This is an optimization exercise on Yosys and OpenROAD, whose aim is small area, a short achievable clock period and few clock cycles, not a production implementation.
Only simulation tests tie the RTL to the original design; equivalence was not proved.
Power figures rest on the tool's default switching activity, not on a simulated workload.

## build 68
==> flow/design.v (excerpt) <==
module ps2_keyboard_to_hid_report #(
   parameter int KEY_MAP_BITS = ps2kb_pkg::KEY_MAP_BITS_DEF,
   parameter int REPORT_SLOTS = ps2kb_pkg::REPORT_SLOTS_DEF
) (
   input  wire logic                          clock,
   input  wire logic                          reset,
   input  wire logic                          req_tvalid,
   output logic                               req_tready,
   input  wire logic                          req_tuser,   
   input  wire logic [7:0]                    req_tdata,   
   output logic                               rsp_tvalid,
   input  wire logic                          rsp_tready,
   output logic [ps2kb_pkg::RSP_DATA_W-1:0]   rsp_tdata,
   input  wire logic                          csr_valid,
   output logic                               csr_ready,
   input  wire logic [9:0]                    csr_data     
);
   localparam int NS = 6;   
   localparam logic [127:0] KEYS = 128'h0000003ffffffffffffbfffffffffff2;
   localparam logic [6:0]   KEY_TOP = 7'd101;   
   assign csr_ready = 1'b1;
   logic busy_ff;                       
   logic e_go;                          
   logic do_scan;                       
   logic       a_valid_ff, s_valid_ff, rdy_ff;
  ...
Size in the first run: roughly 220 flip-flops.
clock: 8.0 ns
lec_check: 0
cap_margin: 20
core_margin: 2
core_utilization: 40
cts_buf_list: sky130_fd_sc_hd__clkbuf_8
place_density: 0.6
setup_slack_margin: 5.0
slew_margin: 20
run.sh (not shown) runs the stock make flow with config.mk's settings and CLKGATE_MAP_FILE= SYNTH_SCRIPT=/design/flow/synth_recipe.tcl, a recipe that flattens the netlist after the stock synthesis.
Build 68 completed every stage of the flow, and the final layout passed the timing, DRC and antenna checks.
Testbench counts of build 68, summed over its fixed seeds: cycles 6,924.
Relative to build 68, the following input files were edited for build 11:
Settings: CTS_CLUSTER_DIAMETER: unset -> 50; BUFFER_PORTS_ARGS: unset -> -buffer_cell sky130_fd_sc_hd__buf_2; CTS_CLUSTER_SIZE: unset -> 20; CTS_BUF_LIST: sky130_fd_sc_hd__clkbuf_8 -> sky130_fd_sc_hd__clkbuf_4 sky130_fd_sc_hd__clkbuf_8.
==> flow/flow/run.sh (new file) <==
#!/bin/bash
# The standard layout (the standard.sh, all steps), with one change to how it is made:
# the buffers that placement puts on every input and output port are buf_2 cells instead of
# the cell buffer_ports picks by default (a slow clkdlybuf4s50_1).
set -euo pipefail
printf '\nexport BUFFER_PORTS_ARGS = -buffer_cell sky130_fd_sc_hd__buf_2\n' >> config.mk
bash standard.sh > standard.log 2>&1
==> flow/standard.sh (new file) <==
#!/bin/bash
# synth_recipe.tcl (not shown) runs the flow's synth.tcl, then flattens the netlist and writes it again
# the make line also repeats each setting of config.mk as NAME=value (left out here)
make -C /OpenROAD-flow-scripts/flow DESIGN_CONFIG=/design/flow/config.mk WORK_HOME=/design/flow/orfs CLKGATE_MAP_FILE= SYNTH_SCRIPT=/design/flow/synth_recipe.tcl "${@:-finish}"
removed: flow/run.sh
Results
Summary of build 11 over build 68: layout overhead on the synthesized area lower, maximum frequency roughly the same, clock network fraction of total power higher, total power lower. In summary, build 11 completed successfully, with a layout that passed the timing, DRC and antenna checks. Startpoint-to-endpoint class of the critical path = input pin to flip-flop: build 11; startpoint-to-endpoint class of the critical path = flip-flop to flip-flop: build 68.
#### Input delta (build 1 over build 11)
Settings: swapping sky130_fd_sc_hd__clkbuf_4 sky130_fd_sc_hd__clkbuf_8 for sky130_fd_sc_hd__clkbuf_8 in CTS_BUF_LIST; swapping 50 for 60 in CTS_CLUSTER_DIAMETER; swapping 20 for 30 in CTS_CLUSTER_SIZE.
Results
Build 1 completed end to end with timing, DRC and antenna clean.
Between build 1 and build 11, the worst hold slack does not differ in any meaningful way.
Lower iteration count of the initial detailed-routing pass goes to build 11 over build 1.
Compared with build 11, build 1 shows a worst endpoint data arrival time that is 0.03 ns higher.
From build 11 to build 1, number of sinks driven by the clock tree did not move at all.
Build 1 reports a higher number of setup buffers added after CTS than build 11 does.
## Diff of input files: build 44 against build 1
Settings: CTS_CLUSTER_SIZE no longer set, was 30; CTS_CLUSTER_DIAMETER no longer set, was 60; CTS_BUF_LIST no longer set, was sky130_fd_sc_hd__clkbuf_8.
--- outcome ---
- All of build 1 and build 44 finish clean.
- Count of fill cells added during filler insertion: build 44 vs build 1 down 44
- On build 44: power is 11% higher than what build 1 gave.
- Diff build 1..build 44 | final net count | negligible
- Compared with build 1, in build 44 top fanout value on the critical path picked up an extra 1; post-route antenna net violation count held steady.
- Going from build 1 to build 44, relative contribution of the clock network to total power rose by 6.9 points; non-clock buffer count went up 2; clock period minus worst slack picked up an extra 0.0076 ns; share of cell area taken by flip-flops and latches saw a decrease; total wire length increased 380 um.
- For the number of global-route vias before repair, build 44 came in 47 lower than build 1 did.

* * *

ps2_keyboard_to_hid_report, a different RTL version from the one above (not shown whole).
For scale: ~1,300 cells after synthesis, ~0.013 mm² of cells after synthesis.
Settings: LEC_CHECK=0, CAP_MARGIN=20, CORE_MARGIN=2, CORE_UTILIZATION=45, CTS_BUF_LIST=sky130_fd_sc_hd__clkbuf_4 sky130_fd_sc_hd__clkbuf_8, CTS_CLUSTER_DIAMETER=50, CTS_CLUSTER_SIZE=20, PLACE_DENSITY=0.65, SETUP_SLACK_MARGIN=5.0, SLEW_MARGIN=20, BUFFER_PORTS_ARGS=-buffer_cell sky130_fd_sc_hd__buf_2; clock period 8.0 ns.
standard.sh (not shown) runs the stock make flow with config.mk's settings and CLKGATE_MAP_FILE= SYNTH_SCRIPT=/design/flow/synth_recipe.tcl, a recipe that flattens the netlist after the stock synthesis.
==> flow/flow/run.sh <==
#!/bin/bash
# The standard layout (the standard.sh, all steps), with one change to how it is made:
# the buffers that placement puts on every input and output port are buf_2 cells instead of
# the cell buffer_ports picks by default (a slow clkdlybuf4s50_1).
set -euo pipefail
printf '\nexport BUFFER_PORTS_ARGS = -buffer_cell sky130_fd_sc_hd__buf_2\n' >> config.mk
bash standard.sh > standard.log 2>&1
The starting point finished clean.
Testbench counts at the start, summed over its fixed seeds: cycles 6,924.
Change:
- CORE_UTILIZATION: 45 -> 35
- PLACE_DENSITY: 0.65 -> 0.55
Die area is higher by 28%.
Routed wire length is higher by 4.0%.
Non-clock buffer count is higher by 14.
Change:
- CORE_UTILIZATION: 35 -> 40
- PLACE_DENSITY: 0.55 -> 0.6
- TNS_END_PERCENT: default -> 10
After rerunning: Area after synthesis is unchanged. Via count came out lower by about 0.9%. Power came out lower by 3.8%. Hold slack loses 0.022 ns. Wire length came out lower by about 5.5%. Global-route usage came out higher by 1.8 points.
Change:
- TNS_END_PERCENT: 10 -> 0
Result: The new run produced a clean layout. Critical path depth stays the same. Design area stays flat. Worst setup slack is better by 0.038 ns. Wire length is about the same. Combinational power stays flat. Area after synthesis is unchanged. Die area is unchanged.
Change:
- TNS_END_PERCENT: 0 -> default
- non-clock buffer count is higher by 22
- die area stays the same
- synthesized cell count stays the same
Change:
==> flow/flow/run.sh (replaced) <==
#!/bin/bash
set -euo pipefail
printf '\nexport BUFFER_PORTS_ARGS = -buffer_cell sky130_fd_sc_hd__buf_2\nexport SETUP_SLACK_MARGIN = 5.15\n' >> config.mk
bash standard.sh > standard.log 2>&1
- SETUP_SLACK_MARGIN: 5.0 -> 5.15
Effect:
- The changed run ran to the end with no violations
- utilization rose by 1.8 points
- fmax rose by 2.7%
- clock skew rose by 0.022 ns
- sequential power stays flat
- final area rose by about 4%
- cell count rose by about 3%
- first-iteration DRC count rose by about 5.3%
- global-route usage rose by 0.55 points
- power rose by about 2.7%
- worst hold slack stays flat

## what the ideal ports hide
Ports are ideal in the flow. The routed layouts listed here were re-timed in OpenROAD. Step 1 assumes that a clkbuf_16 drives the clock port and a buf_2 every other input. Step 2, shift: input delay + t, output delay - t, t = (earliest + latest rising clock arrival at the registers) / 2. This alone moves slack from input paths to output paths. Three values: no drivers, after step 1, after step 2; two values: the first two.
run | shift t [ns] | setup WS [ns] | worst setup path after step 2
build 68 | 0.587 | 5.027 / 5.009 / 4.501 | input to register
build 11 | 0.621 | 5.031 / 5.040 / 4.439 | input to register
build 1 | 0.610 | 5.033 / 5.014 / 4.466 | input to register
build 44 | 0.574 | 5.025 / 5.027 / 4.453 | input to register
the first run of note 2 | 0.613 | 5.030 / 5.030 / 4.589 | input to register
the second run of note 2 | 0.658 | 5.052 / 5.004 / 4.506 | input to register
the third run of note 2 | 0.629 | 4.837 / 4.837 / 4.350 | input to register
the fourth run of note 2 | 0.629 | 4.874 / 4.874 / 4.438 | input to register
the fifth run of note 2 | 0.634 | 5.059 / 5.019 / 4.625 | input to register
the sixth run of note 2 | 0.623 | 5.136 / 5.105 / 4.650 | input to register
After both steps setup and hold are still met in every run listed. For build 11, which loses most, drivers alone change the setup slack by +0.009 ns; drivers and shift together by -0.592 ns.
